This design comes from an exercise in tuning for small area, a short achievable clock period and few clock cycles per item on the open sky130 flow, not from production work.
RTL that was checked went through simulation tests only; none was proved equivalent to the original.
The RTL of run 2 was laid out without a check of its function.
Power is estimated from default activity; no workload was simulated.

==> flow/design.v <==
`default_nettype none
package bhpq_pkg;
  localparam int unsigned CAPACITY = 256;
  localparam int unsigned ADDR_W   = $clog2(CAPACITY);
  localparam int unsigned CNT_W    = $clog2(CAPACITY + 1);
  localparam int unsigned CHILD_W  = ADDR_W + 2;
  localparam int unsigned DATA_W   = 32;
  localparam int unsigned COUNT_W  = 9;
  typedef enum logic {
    CMD_PUSH = 1'b0,
    CMD_POP  = 1'b1
  } cmd_e;
  typedef enum logic [1:0] {
    ST_OK    = 2'd0,
    ST_EMPTY = 2'd1,
    ST_FULL  = 2'd2
  } status_e;
  typedef struct packed {
    logic                     command;
    logic signed [DATA_W-1:0] value;
  } in_word_t;
  typedef struct packed {
    logic signed [DATA_W-1:0] top_value;
    logic [COUNT_W-1:0]       count;
    logic                     is_empty;
    logic [1:0]               status;
  } out_word_t;
  typedef struct packed {
    logic              we;
    logic [ADDR_W-1:0] waddr;
    logic [DATA_W-1:0] wdata;
    logic              re;
    logic [ADDR_W-1:0] raddr;
  } mem_req_t;
endpackage
`default_nettype wire
`default_nettype none
import bhpq_pkg::*;
module bhpq_mem (
  input  logic                          clk_i,
  input  bhpq_pkg::mem_req_t            req_i,
  output logic [bhpq_pkg::DATA_W-1:0]   rdata_o
);
  logic [DATA_W-1:0] mem_q [CAPACITY];
  logic [DATA_W-1:0] rdata_q;
  always_ff @(posedge clk_i) begin
    if (req_i.we) begin
      mem_q[req_i.waddr] <= req_i.wdata;
    end
    if (req_i.re) begin
      rdata_q <= mem_q[req_i.raddr];
    end
  end
  assign rdata_o = rdata_q;
endmodule
`default_nettype wire
`default_nettype none
import bhpq_pkg::*;
module bhpq_cmp (
  input  logic signed [bhpq_pkg::DATA_W-1:0] a_i,
  input  logic signed [bhpq_pkg::DATA_W-1:0] b_i,
  input  logic                               max_mode_i,
  output logic                               beats_o
);
  assign beats_o = max_mode_i ? (a_i > b_i) : (a_i < b_i);
endmodule
`default_nettype wire
`default_nettype none
import bhpq_pkg::*;
module binary_heap_priority_queue_top (
  input  logic                  clk_i,
  input  logic                  rst_ni,
  input  logic                  in_valid_i,
  output logic                  in_ready_o,
  input  bhpq_pkg::in_word_t    in_word_i,
  output logic                  out_valid_o,
  input  logic                  out_ready_i,
  output bhpq_pkg::out_word_t   out_word_o,
  input  logic                  cfg_we_i,
  input  logic                  cfg_wdata_i
);
  typedef enum logic [8:0] {
    S_IDLE   = 9'b000000001,
    S_UP_RD  = 9'b000000010,
    S_UP_CMP = 9'b000000100,
    S_POP_RD = 9'b000001000,
    S_POP_LD = 9'b000010000,
    S_DN_RL  = 9'b000100000,
    S_DN_RR  = 9'b001000000,
    S_DN_CR  = 9'b010000000,
    S_DONE   = 9'b100000000
  } state_e;
  state_e             state_q, state_d;
  logic [CNT_W-1:0]   cnt_q, cnt_d;
  logic [1:0]         status_q, status_d;
  logic               order_mode_q;
  logic               out_valid_q;
  bhpq_pkg::out_word_t          out_word_q;
  logic [ADDR_W-1:0]  pos_q, pos_d;
  logic [DATA_W-1:0]  val_q, val_d;
  logic [DATA_W-1:0]  best_q, best_d;
  logic               best_hit_q, best_hit_d;
  logic [DATA_W-1:0]  root_q, root_d;
  bhpq_pkg::mem_req_t           mem_req;
  logic [DATA_W-1:0]  rdata;
  logic [DATA_W-1:0]  cmp_a;
  logic [DATA_W-1:0]  cmp_b;
  logic               beats;
  logic               in_acc;
  logic               out_load;
  logic [ADDR_W-1:0]  parent;
  logic [CHILD_W-1:0] left, right, cnt_ext;
  bhpq_mem u_mem (
    .clk_i   (clk_i),
    .req_i   (mem_req),
    .rdata_o (rdata)
  );
  bhpq_cmp u_cmp (
    .a_i        (cmp_a),
    .b_i        (cmp_b),
    .max_mode_i (order_mode_q),
    .beats_o    (beats)
  );
  assign in_ready_o = (state_q == S_IDLE);
  assign in_acc     = in_valid_i & in_ready_o;
  assign out_load   = (state_q == S_DONE) && (!out_valid_q || out_ready_i);
  assign parent  = (pos_q - 1'b1) >> 1;
  assign left    = {1'b0, pos_q, 1'b1};
  assign right   = left + 1'b1;
  assign cnt_ext = CHILD_W'(cnt_q);
  assign cmp_a = (state_q == S_UP_CMP) ? val_q : rdata;
  always_comb begin
    case (state_q)
      S_UP_CMP: cmp_b = rdata;
      S_DN_RR:  cmp_b = val_q;
      default:  cmp_b = best_q;
    endcase
  end
  always_comb begin
    state_d    = state_q;
    cnt_d      = cnt_q;
    status_d   = status_q;
    pos_d      = pos_q;
    val_d      = val_q;
    best_d     = best_q;
    best_hit_d = best_hit_q;
    root_d     = root_q;
    mem_req    = '0;
    case (state_q)
      S_IDLE: begin
        if (in_acc) begin
          if (in_word_i.command == CMD_PUSH) begin
            if (cnt_q == CNT_W'(CAPACITY)) begin
              status_d = ST_FULL;
              state_d  = S_DONE;
            end else begin
              status_d = ST_OK;
              val_d    = in_word_i.value;
              pos_d    = cnt_q[ADDR_W-1:0];
              cnt_d    = cnt_q + 1'b1;
              state_d  = S_UP_RD;
            end
          end else begin
            if (cnt_q == '0) begin
              status_d = ST_EMPTY;
              state_d  = S_DONE;
            end else begin
              status_d = ST_OK;
              cnt_d    = cnt_q - 1'b1;
              state_d  = S_POP_RD;
            end
          end
        end
      end
      S_UP_RD: begin
        if (pos_q == '0) begin
          mem_req.we    = 1'b1;
          mem_req.waddr = pos_q;
          mem_req.wdata = val_q;
          state_d       = S_DONE;
        end else begin
          mem_req.re    = 1'b1;
          mem_req.raddr = parent;
          state_d       = S_UP_CMP;
        end
      end
      S_UP_CMP: begin
        mem_req.we    = 1'b1;
        mem_req.waddr = pos_q;
        if (beats) begin
          mem_req.wdata = rdata;
          pos_d         = parent;
          state_d       = S_UP_RD;
        end else begin
          mem_req.wdata = val_q;
          state_d       = S_DONE;
        end
      end
      S_POP_RD: begin
        mem_req.re    = 1'b1;
        mem_req.raddr = cnt_q[ADDR_W-1:0];
        state_d       = S_POP_LD;
      end
      S_POP_LD: begin
        val_d = rdata;
        pos_d = '0;
        if (cnt_q == '0) begin
          state_d = S_DONE;
        end else begin
          state_d = S_DN_RL;
        end
      end
      S_DN_RL: begin
        if (left >= cnt_ext) begin
          mem_req.we    = 1'b1;
          mem_req.waddr = pos_q;
          mem_req.wdata = val_q;
          state_d       = S_DONE;
        end else begin
          mem_req.re    = 1'b1;
          mem_req.raddr = left[ADDR_W-1:0];
          state_d       = S_DN_RR;
        end
      end
      S_DN_RR: begin
        best_hit_d = beats;
        best_d     = beats ? rdata : val_q;
        if (right < cnt_ext) begin
          mem_req.re    = 1'b1;
          mem_req.raddr = right[ADDR_W-1:0];
          state_d       = S_DN_CR;
        end else begin
          mem_req.we    = 1'b1;
          mem_req.waddr = pos_q;
          if (beats) begin
            mem_req.wdata = rdata;
            pos_d         = left[ADDR_W-1:0];
            state_d       = S_DN_RL;
          end else begin
            mem_req.wdata = val_q;
            state_d       = S_DONE;
          end
        end
      end
      S_DN_CR: begin
        mem_req.we    = 1'b1;
        mem_req.waddr = pos_q;
        if (beats) begin
          mem_req.wdata = rdata;
          pos_d         = right[ADDR_W-1:0];
          state_d       = S_DN_RL;
        end else if (best_hit_q) begin
          mem_req.wdata = best_q;
          pos_d         = left[ADDR_W-1:0];
          state_d       = S_DN_RL;
        end else begin
          mem_req.wdata = val_q;
          state_d       = S_DONE;
        end
      end
      S_DONE: begin
        if (out_load) begin
          state_d = S_IDLE;
        end
      end
      default: begin
        state_d = S_IDLE;
      end
    endcase
    if (mem_req.we && (mem_req.waddr == '0)) begin
      root_d = mem_req.wdata;
    end
  end
  always_ff @(posedge clk_i or negedge rst_ni) begin
    if (!rst_ni) begin
      state_q      <= S_IDLE;
      cnt_q        <= '0;
      status_q     <= ST_OK;
      best_hit_q   <= 1'b0;
      order_mode_q <= 1'b0;
      out_valid_q  <= 1'b0;
    end else begin
      state_q    <= state_d;
      cnt_q      <= cnt_d;
      status_q   <= status_d;
      best_hit_q <= best_hit_d;
      if (cfg_we_i) begin
        order_mode_q <= cfg_wdata_i;
      end
      if (out_load) begin
        out_valid_q <= 1'b1;
      end else if (out_ready_i) begin
        out_valid_q <= 1'b0;
      end
    end
  end
  always_ff @(posedge clk_i) begin
    pos_q  <= pos_d;
    val_q  <= val_d;
    best_q <= best_d;
    root_q <= root_d;
    if (out_load) begin
      out_word_q.top_value <= (cnt_q == '0) ? '0 : root_q;
      out_word_q.count     <= COUNT_W'(cnt_q);
      out_word_q.is_empty  <= (cnt_q == '0);
      out_word_q.status    <= status_q;
    end
  end
  assign out_valid_o = out_valid_q;
  assign out_word_o  = out_word_q;
endmodule
`default_nettype wire
==> flow/run.sh <==
#!/bin/bash
# synth_recipe.tcl (not shown) runs the flow's synth.tcl, then flattens the netlist and writes it again
# the make line also repeats each setting of config.mk as NAME=value (left out here)
make -C /OpenROAD-flow-scripts/flow DESIGN_CONFIG=/design/flow/config.mk WORK_HOME=/design/flow/orfs CLKGATE_MAP_FILE= SYNTH_SCRIPT=/design/flow/synth_recipe.tcl finish
==> flow/config.mk <==
export PLATFORM = sky130hd
export DESIGN_NAME = binary_heap_priority_queue_top
export DESIGN_NICKNAME = binary_heap_priority_queue_top
export VERILOG_FILES = /design/flow/design.v
export SDC_FILE = /design/flow/constraint.sdc
export NUM_CORES = 8
export LEC_CHECK = 0
export CAP_MARGIN = 20
export CELL_PAD_IN_SITES_DETAIL_PLACEMENT = 1
export CELL_PAD_IN_SITES_GLOBAL_PLACEMENT = 2
export CORE_MARGIN = 2
export CORE_UTILIZATION = 25
export PLACE_DENSITY = 0.4
export SLEW_MARGIN = 20
export SYNTH_MEMORY_MAX_BITS = 16384
==> flow/constraint.sdc <==
create_clock -name core_clock -period 10.0 [get_ports {clk_i}]
set_input_delay 2.0000 -clock core_clock [delete_from_list [all_inputs] [get_ports {clk_i}]]
set_output_delay 2.0000 -clock core_clock [all_outputs]
set_load 0.01 [all_outputs]
==> reports/metrics.sh, run 1 <==
CTS-ROOT-TO-SINK-BUFFERS=6
FINALHOLDVIOLCOUNT=0
WORSTHOLDPATHTYPE='register to register'
CORE_SQ_UM=1330000
NUMBER_OF_STANDARD_CELLS_AFTER_SYNTHESIS=23800
TIMING.CRITICAL_PATH.MODE_CELL='buf_4'
MIN_PERIOD_OVER_PERIOD_PCT=87.1
MAX_CLOCK_FREQ_MHz=115
SLEW_VIOL_FINAL=0
PLACE_CONGESTION=0.804
WORST_SETUP_HOLD_PATH_CLK_SLEW_PS=60
GRT_SETUP_UNREPAIRED='no'
FLOORPLAN.DIE_AREA_SQ_UM=1340000
CRIT_FANOUT=18
ANTENNA_FOUND_INITIAL=268
DETAILED_ROUTER_S_FIRST_ITERATION_VIOLATION_COUNT=23400
CLOCK-ROOT-BUFFER='clkbuf_16'
CP_DATA_REQUIRED_TIME_PS=11120
DOMINANTREGCELLSYNTH='edfxtp_1'
CAP_VIOLATIONS=0
CLOCK-SKEW-FINAL_PS=108
CLOCK_SINKS=8363
YOSYS_REGISTER_BITS=8363
SYNTHARSTFLOPSHARE_PCT=0.275
SYNTH-EDFF-COUNT=8340
CRIT_CHAIN='inv_1 -> nor2_1 -> buf_4 -> nand2_1 -> xnor2_1 -> ha_1 -> nor3_1 -> or2_2 -> o211a_1 -> a211o_2 -> nand2_2 -> buf_12 -> a2111oi_0 -> buf_4 -> or3_1 -> o22ai_2 -> buf_4 -> a31oi_1'
DIE_HEIGHT_MM=1.16
VDD_IR_DROP_MAX_mV=0.128
YS.WARNINGS.COUNT=2
SYN_AVG_CELL_AREA_SQ_UM=14.0
FP.DIEW_MM=1.16
LAYOUT.CELLS.MOST_COMMON_LIST='edfxtp_1 (8,340), nand2_1 (6,427), nand3_1 (2,316), clkbuf_16 (1,164), buf_4 (1,101)'
DRT_WL_TOTAL_MM=1760
LEAKAGEPOWER_nW=131
RESULT_OF_THE_RUN='complete, no violations'
ENDPOINT_TYPE_OF_THE_WORST_SETUP_PATH='register'
ROUTE.DETAILED.DRC=0
CTS-HTREE-LEVELS=7
TIMING.SETUP.TNS_PS=0
POST_DRT_WL_PER_CELL_UM=40.5
POWER_DENSITY_nW_PER_UM2=235
SEQ_AREA_FRAC_SYNTH_PCT=75.3
DRT_PRE_ANTENNA_ITERS=6
SYNTH_AREA_LEADER_CELL='edfxtp_1'
SLEW-LIMIT-HEADROOM_PCT=8.94
DETAILEDPLACEMENTHPWL_MM=1080
CTS_SETUP_BUFFERS=0
SLOWEST_DELAY_PS=1050
GRT_FIRST_PASS_WIRELENGTH_MM=2280
SLEW_AT_THE_PIN_CLOSEST_TO_ITS_MAX_SLEW_LIMIT_PS=1370
COMMONEST_NON_FILL_NON_TAP_CELL_IN_THE_LAYOUT='edfxtp_1'
GRT_REMAINING_OVERFLOW=0
DRIVE_GT1_SHARE_PCT=14.1
GLOBALROUTETOTALUTIL_PCT=25.4
CRIT_PATH_START_KIND='register'
TIMING.CRITICAL_PATH.SLOWEST_STAGE_CELL='a211o_2'
CTS_INSERTED_BUFFERS=1136
CTS_HOLD_BUFFERS=0
PLACE.DETAILED.INSTANCES=41300
CTS_TREE='yes'
GRT_START_MAX_NET_PINS=166
ROWS=424
INSTANCES_NO_FILL=43300
CRIT_TYPE='register to register'
PORT_BUFFERS=84
SYNTH.TOP_CELLS.BY_AREA='edfxtp_1 (75%), nand2_1 (7.3%), nand3_1 (3.5%), mux2i_1 (2.2%), buf_2 (1.5%)'
VIA_COUNT_OF_THE_FIRST_GLOBAL_ROUTING_PASS=222000
ANTENNA_VIOLATING_NETS_POST_ROUTE=0
LAYOUT.NETS=24900
AREA_DELTA_SYNTH_FINAL_PCT=19.9
IO-PIN-COUNT=85
START_UTIL_PCT=25.1
SETUP_VIOL_COUNT_FINAL=0
SYNTH_LARGEST_TYPE_AREA_FRACTION_PCT=75.1
NUM-FILL-CELLS=139000
CTS_REPAIR_RESIZE_COUNT=0
FINALCRITICALPERIOD_PS=8710
TIMING.CRITICAL_PATH.ARRIVAL_PS=9830
NUM_VIAS=223000
SYNTH_CELL_TYPES=95
WORSTSKEWPAIRLATENCY_PS=1290
AVGVIACOUNTPERCELL=5.16
MAPPEDNETLISTAREA_SQ_UM=334000
## worst max-delay path: cells and delay by family (launching register included)
| family | cells | cell delay [ps] |
|---|---|---|
| compound gates | 5 | 2990 |
| xor+xnor | 1 | 700 |
| fa+ha+maj | 1 | 380 |
| buf+inv | 5 | 1500 |
| flops | 1 | 590 |
| simple gates | 6 | 2240 |
## metrics by stage
stage	area (sq um)	power [W]	hold slack, ps	utilization (%)	setup slack, ps
6_report	400000	0.0941	447	30.0	1290
5_1_grt	400000	0.0970	476	30.0	1090
4_1_cts	399000	0.0953	449	30.0	1310
3_5_place_dp	366000	0.0570	437	27.5	1370
3_3_place_gp	365000	0.0569	435	27.4	148
2_1_floorplan	334000	0.0471	420	-	804
## report_power, final
group	switching (W)	internal [W]	total, W
clock network	0.0158	0.0221	0.0379
logic	0.0132	0.00404	0.0172
registers	0.000343	0.0386	0.0389
total	0.0293	0.0647	0.0941
## synthesized netlist by cell type (22+ instances only)
library cell  count
buf_4           148
a32o_1           52
o21ai_0         206
nand4_1          91
a32oi_1         152
a2111oi_0        56
a22o_1           38
buf_1           118
mux4_2          164
mux2i_1         732
nor4_1           71
a211oi_1         90
o22ai_1          92
a22oi_1          43
ha_1             57
a311oi_1        267
nor2_1          408
buf_2           986
o211ai_1         69
dfrtp_1          22
nor2b_1          49
nor3_1           89
clkbuf_1        302
nand2_1        6470
o221ai_1         26
a31oi_1         539
mux2_2           89
a221oi_1        188
buf_6            23
inv_1            25
a221o_1          59
a21oi_1         663
and3_1          415
nand3_1        2320
edfxtp_1       8340
## metal layers
metal / global-route usage, % / vias up / wire length [um]
met5: 0 / - / 61
met4: 5.01 / 10 / 36800
met3: 3.66 / 1555 / 93400
met2: 40.3 / 6560 / 800000
met1: 36.9 / 123000 / 825000
li1: - / 91800 / -
## area by class of cell
class | count | area, sq um | share of cell area (%)
repair buffers | 1462 | 14600 | 3.65
well taps | 17700 | 22100 | 5.53
clock buffers | 1462 | 30300 | 7.57
flip-flops and latches | 8363 | 251000 | 62.8
multi-input cells | 13800 | 78700 | 19.7
diodes | 91 | 228 | 0.0570
inverters | 27 | 101 | 0.0253
clock inverters | 413 | 2790 | 0.699
## path summary, 6_finish.rpt
| check | startpoint | end | slack [ps] | depth (start not counted) |
|---|---|---|---|---|
| max | pos_q[1]$_DFFE_PP_ | u_mem.rdata_q[28]$_DFFE_PP_ | 1290 | 18 |
| min | status_q[0]$_DFFE_PN0P_ | out_word_q[0]$_DFFE_PP_ | 450 | 0 |
| max reg2reg | pos_q[1]$_DFFE_PP_ | u_mem.rdata_q[28]$_DFFE_PP_ | 1290 | 18 |
| min reg2reg | status_q[0]$_DFFE_PN0P_ | out_word_q[0]$_DFFE_PP_ | 450 | 0 |
| max in group asynchronous | rst_ni | best_hit_q$_DFFE_PN0N_ | 8660 | 1 |
| min in group asynchronous | rst_ni | status_q[0]$_DFFE_PN0P_ | 780 | 1 |
## kinds of logic (layout without fill, tap and decap cells)
| kind of cell | count (synthesis) | after routing | synth area share (%) |
|---|---|---|---|
| AND/OR/NAND/NOR | 10000 | 10000 | 12.8 |
| other | 0 | 91 | 0 |
| AO/OA/AOI/OAI | 2730 | 2730 | 5.70 |
| buffers and inverters | 1604 | 3364 | 2.39 |
| adder cells (fa/ha/maj) | 58 | 58 | 0.220 |
| flip-flops | 8363 | 8363 | 75.3 |
| XOR/XNOR | 24 | 24 | 0.0630 |
| multiplexers | 985 | 985 | 3.60 |
## state kept, by name, summed over array words and instances, names as in the netlist
signal,cells
state_q,9
order_mode_q,1
val_q,32
best_q,32
u_mem.rdata_q,32
out_word_q,44
u_mem.mem_q,8161
pos_q,8
root_q,31
status_q,2
out_valid_q,1
cnt_q,9
best_hit_q,1
Testbench counts, summed over its fixed seeds: cycles 137,599, items 9,600.
==> run 2, diff against run 1 <==
==> flow/design.v (replaced) <==
`default_nettype none
package bhpq_pkg;
  localparam int unsigned CAPACITY = 256;
  localparam int unsigned ADDR_W   = $clog2(CAPACITY);
  localparam int unsigned CNT_W    = $clog2(CAPACITY + 1);
  localparam int unsigned CHILD_W  = ADDR_W + 2;
  localparam int unsigned DATA_W   = 32;
  localparam int unsigned COUNT_W  = 9;
  typedef enum logic {
    CMD_PUSH = 1'b0,
    CMD_POP  = 1'b1
  } cmd_e;
  typedef enum logic [1:0] {
    ST_OK    = 2'd0,
    ST_EMPTY = 2'd1,
    ST_FULL  = 2'd2
  } status_e;
  typedef struct packed {
    logic                     command;
    logic signed [DATA_W-1:0] value;
  } in_word_t;
  typedef struct packed {
    logic signed [DATA_W-1:0] top_value;
    logic [COUNT_W-1:0]       count;
    logic                     is_empty;
    logic [1:0]               status;
  } out_word_t;
  typedef struct packed {
    logic              we;
    logic [ADDR_W-1:0] waddr;
    logic [DATA_W-1:0] wdata;
    logic              re;
    logic [ADDR_W-1:0] raddr;
  } mem_req_t;
endpackage
`default_nettype wire
`default_nettype none
module bhpq_mem (
  input  logic        clk_i,
  input  logic        rst_ni,
  input  logic        push_i,
  input  logic [43:0] wdata_i,
  input  logic        pop_i,
  output logic        valid_o,
  output logic [43:0] rdata_o
);
  logic [2:0]  vld_q, sv, wr;
  logic [43:0] ent_q [3];
  assign sv    = pop_i ? {1'b0, vld_q[2:1]} : vld_q;
  assign wr[0] = push_i & ~sv[0];
  assign wr[1] = push_i & ~sv[1] & sv[0];
  assign wr[2] = push_i & ~sv[2] & sv[1];
  always_ff @(posedge clk_i or negedge rst_ni) begin
    if (!rst_ni) vld_q <= '0;
    else         vld_q <= sv | wr;
  end
  always_ff @(posedge clk_i) begin
    if (wr[0])      ent_q[0] <= wdata_i;
    else if (pop_i) ent_q[0] <= ent_q[1];
    if (wr[1])      ent_q[1] <= wdata_i;
    else if (pop_i) ent_q[1] <= ent_q[2];
    if (wr[2])      ent_q[2] <= wdata_i;
  end
  assign valid_o = vld_q[0];
  assign rdata_o = ent_q[0];
endmodule
`default_nettype wire
`default_nettype none
module bhpq_cmp (
  input  logic [31:0] an_i,
  input  logic [31:0] b_i,
  output logic        ge_o
);
  logic [31:0] g0, p0;
  logic [15:0] g1, p1;
  logic [7:0]  g2, p2;
  logic [3:0]  g3, p3;
  logic [1:0]  g4, p4;
  logic        g5, p5;
  assign g0 = b_i & an_i;
  assign p0 = b_i | an_i;
  for (genvar j = 0; j < 16; j++) begin : g_l1
    assign g1[j] = g0[2*j+1] | (p0[2*j+1] & g0[2*j]);
    assign p1[j] = p0[2*j+1] & p0[2*j];
  end
  for (genvar j = 0; j < 8; j++) begin : g_l2
    assign g2[j] = g1[2*j+1] | (p1[2*j+1] & g1[2*j]);
    assign p2[j] = p1[2*j+1] & p1[2*j];
  end
  for (genvar j = 0; j < 4; j++) begin : g_l3
    assign g3[j] = g2[2*j+1] | (p2[2*j+1] & g2[2*j]);
    assign p3[j] = p2[2*j+1] & p2[2*j];
  end
  for (genvar j = 0; j < 2; j++) begin : g_l4
    assign g4[j] = g3[2*j+1] | (p3[2*j+1] & g3[2*j]);
    assign p4[j] = p3[2*j+1] & p3[2*j];
  end
  assign g5 = g4[1] | (p4[1] & g4[0]);
  assign p5 = p4[1] & p4[0];
  assign ge_o = g5 | p5;
endmodule
module bhpq_sel (
  input  logic s_hold_i,
  input  logic s_up_i,
  input  logic s_dn_i,
  input  logic s_ins_i,
  input  logic cur_i,
  input  logic nxt_i,
  input  logic prv_i,
  input  logic key_i,
  output logic d_o
);
  assign d_o = (s_hold_i & cur_i) | (s_up_i & nxt_i) | (s_dn_i & prv_i) | (s_ins_i & key_i);
endmodule
`default_nettype wire
`default_nettype none
import bhpq_pkg::*;
module binary_heap_priority_queue_top (
  input  logic                  clk_i,
  input  logic                  rst_ni,
  input  logic                  in_valid_i,
  output logic                  in_ready_o,
  input  bhpq_pkg::in_word_t    in_word_i,
  output logic                  out_valid_o,
  input  logic                  out_ready_i,
  output bhpq_pkg::out_word_t   out_word_o,
  input  logic                  cfg_we_i,
  input  logic                  cfg_wdata_i
);
  localparam int N = CAPACITY;
  logic              mode_q;
  logic              rdy_q;
  logic [1:0]        ocnt_q, ocnt_d;
  logic              op_v_q, op_pop_q;
  logic [DATA_W-1:0] op_key_q;    
  logic [DATA_W-1:0] op_keyn_q;   
  logic [CNT_W-1:0]  cnt_q, cnt_d;
  logic [N-1:0]      vld_q;       
  logic [DATA_W-1:0] key_q [N];
  logic              in_acc, out_take;
  logic [DATA_W-1:0] flip;
  logic              full, empty, push, pop;
  logic [N-1:0]      le;        
  logic [N:0]        c;         
  logic [DATA_W-1:0] key0_d;
  logic [1:0]        status;
  bhpq_pkg::out_word_t resp;
  logic              fifo_v;
  assign flip     = {~mode_q, {(DATA_W-1){mode_q}}};
  assign in_acc   = in_valid_i & rdy_q;
  assign out_take = fifo_v & out_ready_i;
  always_ff @(posedge clk_i or negedge rst_ni) begin
    if (!rst_ni) begin
      op_v_q <= 1'b0;
      mode_q <= 1'b0;
      rdy_q  <= 1'b1;
      ocnt_q <= '0;
    end else begin
      op_v_q <= in_acc;
      if (cfg_we_i) mode_q <= cfg_wdata_i;
      ocnt_q <= ocnt_d;
      rdy_q  <= (ocnt_d != 2'd3);
    end
  end
  assign ocnt_d = ocnt_q + {1'b0, in_acc} - {1'b0, out_take};
  always_ff @(posedge clk_i) begin
    if (in_acc) begin
      op_pop_q <= in_word_i.command;
      op_key_q  <= in_word_i.value ^ flip;
      op_keyn_q <= ~(in_word_i.value ^ flip);
    end
  end
  assign full  = vld_q[N-1];
  assign empty = ~vld_q[0];
  assign push  = op_v_q & ~op_pop_q & ~full;
  assign pop   = op_v_q & op_pop_q;
  for (genvar i = 0; i < N; i++) begin : g_cmp
    logic le_key;
    bhpq_cmp u_cmp (.an_i(op_keyn_q), .b_i(key_q[i]), .ge_o(le_key));
    assign le[i] = le_key | ~vld_q[i];
  end
  assign c = {le, 1'b0};
  for (genvar i = 0; i < N; i++) begin : g_slot
    logic              s_up, s_dn, s_ins, s_hold;
    logic [DATA_W-1:0] nxt, prv, d;
    assign nxt    = (i < N - 1) ? key_q[(i < N - 1) ? i + 1 : i] : '0;
    assign prv    = (i > 0) ? key_q[(i > 0) ? i - 1 : i] : '0;
    assign s_up   = pop;
    assign s_dn   = push & c[i];
    assign s_ins  = push & c[i + 1] & ~c[i];
    assign s_hold = ~pop & ~(push & c[i + 1]);
    for (genvar j = 0; j < DATA_W; j++) begin : g_bit
      bhpq_sel u_sel (
        .s_hold_i (s_hold),
        .s_up_i   (s_up),
        .s_dn_i   (s_dn),
        .s_ins_i  (s_ins),
        .cur_i    (key_q[i][j]),
        .nxt_i    (nxt[j]),
        .prv_i    (prv[j]),
        .key_i    (op_key_q[j]),
        .d_o      (d[j])
      );
    end
    always_ff @(posedge clk_i) key_q[i] <= d;
  end
  always_comb begin
    cnt_d  = cnt_q;
    status = 2'd0;
    if (op_v_q) begin
      if (op_pop_q) begin
        if (empty) status = 2'd1;
        else       cnt_d  = cnt_q - 1'b1;
      end else begin
        if (full)  status = 2'd2;
        else       cnt_d  = cnt_q + 1'b1;
      end
    end
  end
  always_ff @(posedge clk_i or negedge rst_ni) begin
    if (!rst_ni) begin
      cnt_q <= '0;
      vld_q <= '0;
    end else begin
      cnt_q <= cnt_d;
      if (pop)       vld_q <= {1'b0, vld_q[N-1:1]};
      else if (push) vld_q <= {vld_q[N-2:0], 1'b1};
    end
  end
  assign key0_d = pop ? key_q[1] : (push & le[0]) ? op_key_q : key_q[0];
  assign resp.top_value = (cnt_d == '0) ? '0 : (key0_d ^ flip);
  assign resp.count     = COUNT_W'(cnt_d);
  assign resp.is_empty  = (cnt_d == '0);
  assign resp.status    = status;
  bhpq_mem u_mem (
    .clk_i   (clk_i),
    .rst_ni  (rst_ni),
    .push_i  (op_v_q),
    .wdata_i (resp),
    .pop_i   (out_take),
    .valid_o (fifo_v),
    .rdata_o (out_word_o)
  );
  assign in_ready_o  = rdy_q;
  assign out_valid_o = fifo_v;
endmodule
`default_nettype wire
--- a/flow/config.mk
+++ b/flow/config.mk
@@ -9,7 +9,11 @@
 export CELL_PAD_IN_SITES_DETAIL_PLACEMENT = 1
 export CELL_PAD_IN_SITES_GLOBAL_PLACEMENT = 2
 export CORE_MARGIN = 2
-export CORE_UTILIZATION = 25
-export PLACE_DENSITY = 0.4
+export CORE_UTILIZATION = 55
+export CTS_BUF_LIST = sky130_fd_sc_hd__clkbuf_8
+export CTS_CLUSTER_DIAMETER = 60
+export CTS_CLUSTER_SIZE = 20
+export PLACE_DENSITY = 0.65
 export SLEW_MARGIN = 20
+export SYNTH_HIERARCHICAL = 1
 export SYNTH_MEMORY_MAX_BITS = 16384
==> run 2 against run 1 <==
The flow now stops in 3_1_place_gp_skip_io. Synthesized cell count grew 130%. Synthesized area increased by 41%.
==> reports/metrics.sh, run 2 <==
SYNTH_TOP_CELLS_BY_COUNT='a22oi_1 (17,700), nand2_1 (8,707), dfxtp_1 (8,192), a31oi_1 (2,071), a21oi_1 (2,054)'
SYN_AVG_CELL_AREA_SQ_UM=8.79  # -37%
SYNTH.TOP_CELLS.BY_AREA='dfxtp_1 (35%), a22oi_1 (28%), nand2_1 (6.9%), a31oi_1 (2.8%), o22a_1 (2.4%)'
RESULT_OF_THE_RUN='aborted with a tool error'
TOOLERRORMSG='[ERROR GPL-0301] Utilization 101.747 % exceeds 100%.'
SYNTH_CELL_TYPES=77  # -19%
SYNTH_LARGEST_TYPE_AREA_FRACTION_PCT=34.9  # -40 points
YOSYS_REGISTER_BITS=8662  # +3.6%
FAILING_STEP='3_1_place_gp_skip_io'
SEQ_AREA_FRAC_SYNTH_PCT=37.6  # -38 points
SYNTH_AREA_LEADER_CELL='dfxtp_1'
DIE_HEIGHT_UM=929  # -20%
FP.DIEW_UM=929  # -20%
ROWS=339  # -20%
DOMINANTREGCELLSYNTH='dfxtp_1'
YS.WARNINGS.COUNT=11  # +9
SYNTH-EDFF-COUNT=197  # -98%
START_UTIL_PCT=55.2  # +30 points
NUMBER_OF_STANDARD_CELLS_AFTER_SYNTHESIS=53500  # +130%
MAPPEDNETLISTAREA_SQ_UM=470000  # +41%
POST-SYNTH-TOP-COUNT-CELL='a22oi_1'
SYNTHARSTFLOPSHARE_PCT=3.15  # +2.9 points
==> run 2: cell types whose count changed after synthesis, sizes merged, moves of 1415 or more <==
| cell | delta |
|---|---|
| a22oi | +17600 |
| dfxtp | +8192 |
| edfxtp | -8143 |
| nand2 | +2236 |
| nand3 | -2030 |
| o22a | +1781 |
| a31oi | +1532 |
| nor2 | +1415 |
==> run 2: kinds of logic after synthesis <==
logic type	synth area share [%]
AOI/OAI and AO/OA	48.8
and+or+nand+nor	12.2
DFF	37.6
buffers and inverters	0.438
adders and majority gates	0.621
muxes	0.241
xor gates and xnor gates	0.141
other	0.000797
==> run 2: modules after synthesis (local to each module, per instance) <==
module                          copies in the design  cells  flip-flops and latches  cell area, sq um
bhpq_mem                                           1    249                     135              5380
binary_heap_priority_queue_top                     1  11100                    8527            185000
bhpq_sel                                        8192      3                       0              18.8
bhpq_cmp                                         255     69                       0               495
==> run 3, diff against run 2 <==
==> flow/design.v (replaced) <==
`default_nettype none
package bhpq_pkg;
  localparam int unsigned CAPACITY = 256;
  localparam int unsigned ADDR_W   = $clog2(CAPACITY);
  localparam int unsigned CNT_W    = $clog2(CAPACITY + 1);
  localparam int unsigned CHILD_W  = ADDR_W + 2;
  localparam int unsigned DATA_W   = 32;
  localparam int unsigned COUNT_W  = 9;
  typedef enum logic {
    CMD_PUSH = 1'b0,
    CMD_POP  = 1'b1
  } cmd_e;
  typedef enum logic [1:0] {
    ST_OK    = 2'd0,
    ST_EMPTY = 2'd1,
    ST_FULL  = 2'd2
  } status_e;
  typedef struct packed {
    logic                     command;
    logic signed [DATA_W-1:0] value;
  } in_word_t;
  typedef struct packed {
    logic signed [DATA_W-1:0] top_value;
    logic [COUNT_W-1:0]       count;
    logic                     is_empty;
    logic [1:0]               status;
  } out_word_t;
  typedef struct packed {
    logic              we;
    logic [ADDR_W-1:0] waddr;
    logic [DATA_W-1:0] wdata;
    logic              re;
    logic [ADDR_W-1:0] raddr;
  } mem_req_t;
endpackage
`default_nettype wire
`default_nettype none
module bhpq_mem (
  input  logic        clk_i,
  input  logic        rst_ni,
  input  logic        push_i,
  input  logic [43:0] wdata_i,
  input  logic        pop_i,
  output logic        valid_o,
  output logic [43:0] rdata_o
);
  localparam int D = 4;
  logic [D-1:0] vld_q, sv, wr;
  logic [43:0]  ent_q [D];
  assign sv    = pop_i ? {1'b0, vld_q[D-1:1]} : vld_q;
  assign wr[0] = push_i & ~sv[0];
  for (genvar i = 1; i < D; i++) begin : g_wr
    assign wr[i] = push_i & ~sv[i] & sv[i-1];
  end
  always_ff @(posedge clk_i or negedge rst_ni) begin
    if (!rst_ni) vld_q <= '0;
    else         vld_q <= sv | wr;
  end
  always_ff @(posedge clk_i) begin
    for (int i = 0; i < D; i++) begin
      if (wr[i])                  ent_q[i] <= wdata_i;
      else if (pop_i && i < D - 1) ent_q[i] <= ent_q[(i < D - 1) ? i + 1 : i];
    end
  end
  assign valid_o = vld_q[0];
  assign rdata_o = ent_q[0];
endmodule
`default_nettype wire
`default_nettype none
module bhpq_cmp (
  input  logic [31:0] an_i,
  input  logic [31:0] b_i,
  output logic        ge_o
);
  logic [7:0] gg, pp;
  for (genvar k = 0; k < 8; k++) begin : g_grp
    logic [4:0] c;
    assign c[0] = 1'b0;
    for (genvar j = 0; j < 4; j++) begin : g_bit
      assign c[j+1] = (b_i[4*k+j] & an_i[4*k+j]) | ((b_i[4*k+j] | an_i[4*k+j]) & c[j]);
    end
    assign gg[k] = c[4];
    assign pp[k] = &(b_i[4*k+3:4*k] | an_i[4*k+3:4*k]);
  end
  logic [3:0] g3, p3;
  logic [1:0] g4, p4;
  logic       g5, p5;
  for (genvar j = 0; j < 4; j++) begin : g_l3
    assign g3[j] = gg[2*j+1] | (pp[2*j+1] & gg[2*j]);
    assign p3[j] = pp[2*j+1] & pp[2*j];
  end
  for (genvar j = 0; j < 2; j++) begin : g_l4
    assign g4[j] = g3[2*j+1] | (p3[2*j+1] & g3[2*j]);
    assign p4[j] = p3[2*j+1] & p3[2*j];
  end
  assign g5   = g4[1] | (p4[1] & g4[0]);
  assign p5   = p4[1] & p4[0];
  assign ge_o = g5 | p5;
endmodule
module bhpq_sel (
  input  logic       hold_n_i,
  input  logic       up_n_i,
  input  logic       dn_n_i,
  input  logic       ins_n_i,
  input  logic [3:0] cur_i,
  input  logic [3:0] nxt_i,
  input  logic [3:0] prv_i,
  input  logic [3:0] key_i,
  output logic [3:0] d_o
);
  assign d_o = ({4{hold_n_i}} | cur_i) & ({4{up_n_i}} | nxt_i) & ({4{dn_n_i}} | prv_i) &
               ({4{ins_n_i}} | key_i);
endmodule
`default_nettype wire
`default_nettype none
import bhpq_pkg::*;
module binary_heap_priority_queue_top (
  input  logic                  clk_i,
  input  logic                  rst_ni,
  input  logic                  in_valid_i,
  output logic                  in_ready_o,
  input  bhpq_pkg::in_word_t    in_word_i,
  output logic                  out_valid_o,
  input  logic                  out_ready_i,
  output bhpq_pkg::out_word_t   out_word_o,
  input  logic                  cfg_we_i,
  input  logic                  cfg_wdata_i
);
  localparam int N = CAPACITY;
  logic              mode_q;
  logic              rdy_q;
  logic [2:0]        ocnt_q, ocnt_d;
  logic              op_v_q, op_pop_q;
  logic [DATA_W-1:0] op_key_q;    
  logic [DATA_W-1:0] op_keyn_q;   
  logic              s2_v_q, s2_pop_q;
  logic [DATA_W-1:0] s2_key_q;
  logic [N-1:0]      s2_ge_q;     
  logic [CNT_W-1:0]  cnt_q, cnt_d;
  logic [N-1:0]      vac;         
  logic [DATA_W-1:0] key_q [N];
  logic              in_acc, out_take;
  logic [DATA_W-1:0] flip;
  logic              full, empty, push, pop;
  logic [N-1:0]      ge1;       
  logic              xw;        
  logic [N-1:0]      ge1c;      
  logic [N-1:0]      ge;        
  logic [N:0]        c;         
  logic [DATA_W-1:0] key0_d;
  logic [1:0]        status;
  bhpq_pkg::out_word_t resp;
  logic              fifo_v;
  assign flip     = {~mode_q, {(DATA_W-1){mode_q}}};
  assign in_acc   = in_valid_i & rdy_q;
  assign out_take = fifo_v & out_ready_i;
  always_ff @(posedge clk_i or negedge rst_ni) begin
    if (!rst_ni) begin
      op_v_q <= 1'b0;
      s2_v_q <= 1'b0;
      mode_q <= 1'b0;
      rdy_q  <= 1'b1;
      ocnt_q <= '0;
    end else begin
      op_v_q <= in_acc;
      s2_v_q <= op_v_q;
      if (cfg_we_i) mode_q <= cfg_wdata_i;
      ocnt_q <= ocnt_d;
      rdy_q  <= (ocnt_d <= 3'd3);
    end
  end
  assign ocnt_d = ocnt_q + {2'b0, in_acc} - {2'b0, out_take};
  always_ff @(posedge clk_i) begin
    if (in_acc) begin
      op_pop_q  <= in_word_i.command;
      op_key_q  <= in_word_i.value ^ flip;
      op_keyn_q <= ~(in_word_i.value ^ flip);
    end
  end
  for (genvar i = 0; i < N; i++) begin : g_cmp
    logic ge_key;
    bhpq_cmp u_cmp (.an_i(op_keyn_q), .b_i(key_q[i]), .ge_o(ge_key));
    assign ge1[i] = ge_key | vac[i];
  end
  logic [15:0] hi_lt, hi_eq, lo_le;
  for (genvar h = 0; h < 16; h++) begin : g_nib
    assign hi_lt[h] = (cnt_q[7:4] < 4'(h));
    assign hi_eq[h] = (cnt_q[7:4] == 4'(h));
    assign lo_le[h] = (cnt_q[3:0] <= 4'(h));
  end
  for (genvar i = 0; i < N; i++) begin : g_vac
    assign vac[i] = ~cnt_q[8] & (hi_lt[i / 16] | (hi_eq[i / 16] & lo_le[i % 16]));
  end
  bhpq_cmp u_cmp_w (.an_i(op_keyn_q), .b_i(s2_key_q), .ge_o(xw));
  for (genvar i = 0; i < N; i++) begin : g_fix
    logic nxt, prv, lc, lp;
    assign nxt = (i < N - 1) ? ge1[(i < N - 1) ? i + 1 : i] : 1'b1;
    assign prv = (i > 0) ? ge1[(i > 0) ? i - 1 : i] : 1'b0;
    assign lc  = ge[i];
    assign lp  = (i > 0) ? ge[(i > 0) ? i - 1 : i] : 1'b0;
    always_comb begin
      if (pop)       ge1c[i] = nxt;
      else if (push) ge1c[i] = lc ? (lp ? prv : xw) : ge1[i];
      else           ge1c[i] = ge1[i];
    end
  end
  always_ff @(posedge clk_i) begin
    s2_pop_q <= op_pop_q;
    s2_key_q <= op_key_q;
    s2_ge_q  <= ge1c;
  end
  assign ge = s2_ge_q;
  assign c  = {ge, 1'b0};
  assign full  = cnt_q[CNT_W-1];
  assign empty = (cnt_q == '0);
  assign push  = s2_v_q & ~s2_pop_q & ~full;
  assign pop   = s2_v_q & s2_pop_q;
  for (genvar i = 0; i < N; i++) begin : g_slot
    logic              up_n, dn_n, ins_n, hold_n;
    logic [DATA_W-1:0] nxt, prv, d;
    assign nxt    = (i < N - 1) ? key_q[(i < N - 1) ? i + 1 : i] : '0;
    assign prv    = (i > 0) ? key_q[(i > 0) ? i - 1 : i] : '0;
    assign up_n   = ~pop;
    assign dn_n   = ~(push & c[i]);
    assign ins_n  = ~(push & c[i + 1] & ~c[i]);
    assign hold_n = pop | (push & c[i + 1]);
    for (genvar j = 0; j < DATA_W / 4; j++) begin : g_nib
      bhpq_sel u_sel (
        .hold_n_i (hold_n),
        .up_n_i   (up_n),
        .dn_n_i   (dn_n),
        .ins_n_i  (ins_n),
        .cur_i    (key_q[i][4*j+:4]),
        .nxt_i    (nxt[4*j+:4]),
        .prv_i    (prv[4*j+:4]),
        .key_i    (s2_key_q[4*j+:4]),
        .d_o      (d[4*j+:4])
      );
    end
    always_ff @(posedge clk_i) key_q[i] <= d;
  end
  always_comb begin
    cnt_d  = cnt_q;
    status = 2'd0;
    if (s2_v_q) begin
      if (s2_pop_q) begin
        if (empty) status = 2'd1;
        else       cnt_d  = cnt_q - 1'b1;
      end else begin
        if (full)  status = 2'd2;
        else       cnt_d  = cnt_q + 1'b1;
      end
    end
  end
  always_ff @(posedge clk_i or negedge rst_ni) begin
    if (!rst_ni) cnt_q <= '0;
    else         cnt_q <= cnt_d;
  end
  assign key0_d = pop ? key_q[1] : (push & ge[0]) ? s2_key_q : key_q[0];
  assign resp.top_value = (cnt_d == '0) ? '0 : (key0_d ^ flip);
  assign resp.count     = COUNT_W'(cnt_d);
  assign resp.is_empty  = (cnt_d == '0);
  assign resp.status    = status;
  bhpq_mem u_mem (
    .clk_i   (clk_i),
    .rst_ni  (rst_ni),
    .push_i  (s2_v_q),
    .wdata_i (resp),
    .pop_i   (out_take),
    .valid_o (fifo_v),
    .rdata_o (out_word_o)
  );
  assign in_ready_o  = rdy_q;
  assign out_valid_o = fifo_v;
endmodule
`default_nettype wire
==> flow/config.mk (replaced) <==
export PLATFORM = sky130hd
export DESIGN_NAME = binary_heap_priority_queue_top
export DESIGN_NICKNAME = binary_heap_priority_queue_top
export VERILOG_FILES = /design/flow/design.v
export SDC_FILE = /design/flow/constraint.sdc
export NUM_CORES = 8
export LEC_CHECK = 0
export CAP_MARGIN = 20
export CELL_PAD_IN_SITES_DETAIL_PLACEMENT = 0
export CELL_PAD_IN_SITES_GLOBAL_PLACEMENT = 1
export CORE_MARGIN = 2
export CORE_UTILIZATION = 45
export CTS_BUF_LIST = sky130_fd_sc_hd__clkbuf_8 sky130_fd_sc_hd__clkbuf_16
export CTS_CLUSTER_DIAMETER = 60
export CTS_CLUSTER_SIZE = 20
export PLACE_DENSITY = 0.6
export SLEW_MARGIN = 20
export SYNTH_HIERARCHICAL = 1
export SYNTH_MEMORY_MAX_BITS = 16384
==> run 3 against run 2 <==
Now clean on timing, DRC and antenna. Synthesized area decreased by 5.7%. Synthesized cell count increased by 4.7%.
==> reports/metrics.sh, run 3 <==
RESULT_OF_THE_RUN='complete, no violations'
PLACE_CONGESTION=1.04
PLACEMENT.SETUP.WORST_SLACK_PS=4890
TIMING.SETUP.TNS_PS=0
GRT_SETUP_UNREPAIRED='no'
ROUTE.DETAILED.DRC=0
GLOBALROUTETOTALUTIL_PCT=46.3
MAPPEDNETLISTAREA_SQ_UM=444000  # -5.7%
FLOORPLAN.DIE_AREA_SQ_UM=994000
LARGEST_REGISTER_FF_COUNT=8192
SYNTH-EDFF-COUNT=241  # +22%
AREA_DELTA_SYNTH_FINAL_PCT=12.9
CP_DATA_REQUIRED_TIME_PS=11120
FINAL_UTIL_PCT=51.0
FINALHOLDVIOLCOUNT=0
SYNTH.TOP_CELLS.BY_AREA='dfxtp_1 (38%), o22ai_1 (27%), nor2_1 (10%), a21oi_1 (3.2%), o21ai_0 (2.1%)'
COMMONEST_NON_FILL_NON_TAP_CELL_IN_THE_LAYOUT='o22ai_1'
GRT_REMAINING_OVERFLOW=0
DETAILED_ROUTER_S_FIRST_ITERATION_VIOLATION_COUNT=89000
AVGVIACOUNTPERCELL=7.71
START_UTIL_PCT=45.2  # -10 points
CTS-HTREE-LEVELS=6
CTS_SETUP_BUFFERS=0
CORE_SQ_UM=982000
CRIT_PATH_START_KIND='register'
SYNTH_TOP_CELLS_BY_COUNT='o22ai_1 (19,500), nor2_1 (11,900), dfxtp_1 (8,481), a21oi_1 (2,867), nand2_1 (2,415)'
CLOCK-SKEW-FINAL_PS=59.1
SYNTHARSTFLOPSHARE_PCT=0.229  # -2.9 points
YOSYS_REGISTER_BITS=8742  # +0.92%
VDD_IR_DROP_MAX_mV=0.163
CRIT_CHAIN='and2_4 -> clkinv_16 -> buf_4 -> buf_12 -> nand2_1 -> o22ai_1 -> nor2_1'
TIMING.REG2REG.WORST_PATH_DEPTH=7
MAX_CLOCK_FREQ_MHz=190
WORSTHOLDPATHTYPE='register to register'
PORT_BUFFERS=84
ROWS=364  # +7.4%
SLOWEST_DELAY_PS=960
SLEW_AT_THE_PIN_CLOSEST_TO_ITS_MAX_SLEW_LIMIT_PS=1290
SYN_AVG_CELL_AREA_SQ_UM=7.91  # -9.9%
ENDPOINT_TYPE_OF_THE_WORST_SETUP_PATH='register'
CTS_HOLD_BUFFERS=0
FP.DIEW_UM=997  # +7.3%
DOMINANTREGCELLSYNTH='dfxtp_1'
CRIT_TYPE='register to register'
SYNTH_CELL_TYPES=91  # +18%
CTS_REPAIR_RESIZE_COUNT=0
WORST_SETUP_HOLD_PATH_CLK_SLEW_PS=90
SYNTH_LARGEST_TYPE_AREA_FRACTION_PCT=38.3  # +3.4 points
TIMING.CRITICAL_PATH.ARRIVAL_PS=6370
CTS-ROOT-TO-SINK-BUFFERS=5
POWER_DENSITY_nW_PER_UM2=137
DRIVE_GT1_SHARE_PCT=7.50
DETAILEDPLACEMENTHPWL_MM=1690
CAP_VIOLATIONS=0
CLOCK_SINKS=8742
CLOCK-ROOT-BUFFER='clkbuf_16'
LARGEST-REGISTER='key_q'
GRT_FIRST_PASS_WIRELENGTH_MM=3530
SYNTH_AREA_LEADER_CELL='dfxtp_1'
CTS_TREE='yes'
DRT_PRE_ANTENNA_ITERS=14
GRT_START_MAX_NET_PINS=183
CTS_INSERTED_BUFFERS=771
LEAKAGEPOWER_nW=170
SETUP_VIOL_COUNT_FINAL=0
POST-SYNTH-TOP-COUNT-CELL='o22ai_1'
MIN_PERIOD_OVER_PERIOD_PCT=52.5
LAYOUT.CELLS.MOST_COMMON_LIST='o22ai_1 (19,500), nor2_1 (11,900), dfxtp_1 (8,449), a21oi_1 (2,861), nand2_1 (2,288)'
ANTENNA_FOUND_INITIAL=126
CRITICAL-PATH-TOP-DELAY-FAMILY='buffers and inverters'
WORST_SLACK_PS=4750
TIMING.CRITICAL_PATH.SLOWEST_STAGE_CELL='nand2_1'
FINALCRITICALPERIOD_PS=5250
NUMBER_OF_STANDARD_CELLS_AFTER_SYNTHESIS=56100  # +4.7%
VIA_COUNT_OF_THE_FIRST_GLOBAL_ROUTING_PASS=498000
HOLDPATHSTAGES=0
SLEW-LIMIT-HEADROOM_PCT=13.2
CRIT_FANOUT=182
NUM_VIAS=554000
YS.WARNINGS.COUNT=11  # unchanged
WORST-PATH-STAGES=7
WORST-PATH-BUF-INV=3
POST_DRT_WL_PER_CELL_UM=34.3
DIE_HEIGHT_UM=997  # +7.3%
DRT_WL_TOTAL_MM=2460
WORSTSKEWPAIRLATENCY_PS=1260
ANTENNA_VIOLATING_NETS_POST_ROUTE=0
IO-PIN-COUNT=85
SEQ_AREA_FRAC_SYNTH_PCT=40.0  # +2.5 points
REGISTERS_WITH_THE_MOST_FLIP_FLOPS='key_q (8192), s2_ge_q (256), u_mem.ent_q (176)'
LAYOUT.NETS=58100
SLEW_VIOL_FINAL=0
run 3: cell types whose count changed after synthesis, sizes merged, moves of 742 or more:
cell / previous run / this run
o22ai: 1021 / 19471
a22oi: 17662 / 517
nor2: 1826 / 11904
nand2: 8708 / 2416
o22a: 1786 / 1
o21ai: 1311 / 2361
o211ai: 1020 / 3
nor3: 256 / 1220
a211oi: 1275 / 321
a21oi: 2074 / 2869
a31oi: 2071 / 1329
run 3: through the flow:
stage | total power, W | hold WS [ps] | cells | area (sq um)
floorplan | 0.0358 | 323 | 56100 | 444000
global placement | 0.0359 | 323 | 70200 | 472000
detailed placement | 0.0359 | 326 | 70300 | 473000
CTS | 0.0685 | 336 | 71700 | 500000
global route | 0.0698 | 348 | 71700 | 500000
finish | 0.0685 | 334 | 71900 | 501000
run 3: cells by family (layout without fill, tap and decap cells):
logic type                 after synthesis  after routing  share of synthesized area [%]
xor gates and xnor gates                68             68                          0.134
adders and majority gates              778            778                           1.91
muxes                                  149            149                          0.379
and+or+nand+nor                      16700          16700                           15.2
AOI/OAI and AO/OA                    29300          29300                           42.0
other                                    2            266                        0.00169
buffers and inverters                  344           2912                          0.333
DFF                                   8742           8742                           40.0
run 3: worst reg2reg max path, cell delays in order (launching register included):
cell,delay (ps)
dfrtp_1,780
and2_4,500
clkinv_16,600
buf_4,830
buf_12,540
nand2_1,1330
o22ai_1,480
nor2_1,80
run 3: modules after synthesis (local to each module, per instance):
module                          cells  flip-flops and latches  times used
bhpq_mem                          351                     180           1
bhpq_cmp                           76                       0         257
bhpq_sel                           12                       0        2048
binary_heap_priority_queue_top  11600                    8562           1
run 3: path summary, 6_finish.rpt:
path,startpoint,slack (ps),end
setup reg to reg,s2_v_q$_DFF_PN0_,4750,key_q[154][22]$_DFF_P_
hold reg to reg,op_key_q[27]$_DFFE_PP_,330,s2_key_q[27]$_DFF_P_
hold / removal,op_key_q[27]$_DFFE_PP_,330,s2_key_q[27]$_DFF_P_
min in group asynchronous,rst_ni,900,mode_q$_DFFE_PN0P_
setup / recovery,s2_v_q$_DFF_PN0_,4750,key_q[154][22]$_DFF_P_
max in group asynchronous,rst_ni,8330,cnt_q[6]$_DFF_PN0_
run 3: report_power, final:
part           internal (W)  switching (W)  total [W]
combinational     0.0000394       0.000110   0.000150
sequential           0.0349     0.00000415     0.0349
clock                0.0168         0.0166     0.0334
run 3: layout make-up:
class | count | area (sq um)
diodes | 170 | 425
multi-input cells | 47100 | 266000
clock inverters | 594 | 6780
flip-flops and latches | 8742 | 178000
well taps | 13000 | 16300
clock buffers | 837 | 20400
inverters | 74 | 304
fillers | 96500 | 482000
repair buffers | 1407 | 13100
run 3: routing by layer:
metal	part of all wire, %	routed length, um	track usage (%)
met1	39	969000	62.6
met2	39	951000	62.5
met3	15	364000	16.3
met4	7.2	177000	28.1
met5	0.065	1590	0.614
Testbench counts of run 3, summed over its fixed seeds: cycles 9,624, items 9,600.

[re-timing with driven ports]
In the flow no input, the clock included, has a driving cell. The finished layouts below were timed again as built, in two steps.
Step 1 assumes that a clkbuf_16 drives the clock port and a buf_2 every other input.
Step 2 also shifts input and output timing later by t, the mid clock arrival at the registers, as if the neighbouring blocks saw the same clock.
Slacks: ideal / step 1 / step 2; pairs: ideal / step 1.
run | t (ns) | setup WS [ns] | hold WS [ns] | latest minus earliest clock arrival (ns) | worst slew at a driven data input, ns
run 1 | 1.405 | 1.292 / 1.292 / 1.292 | 0.447 / 0.447 / 0.447 | 0.118 / 0.117 | 0.14
run 3 | 1.416 | 4.747 / 4.747 / 4.747 | 0.334 / 0.334 / 0.334 | 0.064 / 0.064 | 0.10
After both steps setup and hold are still met in every run listed.
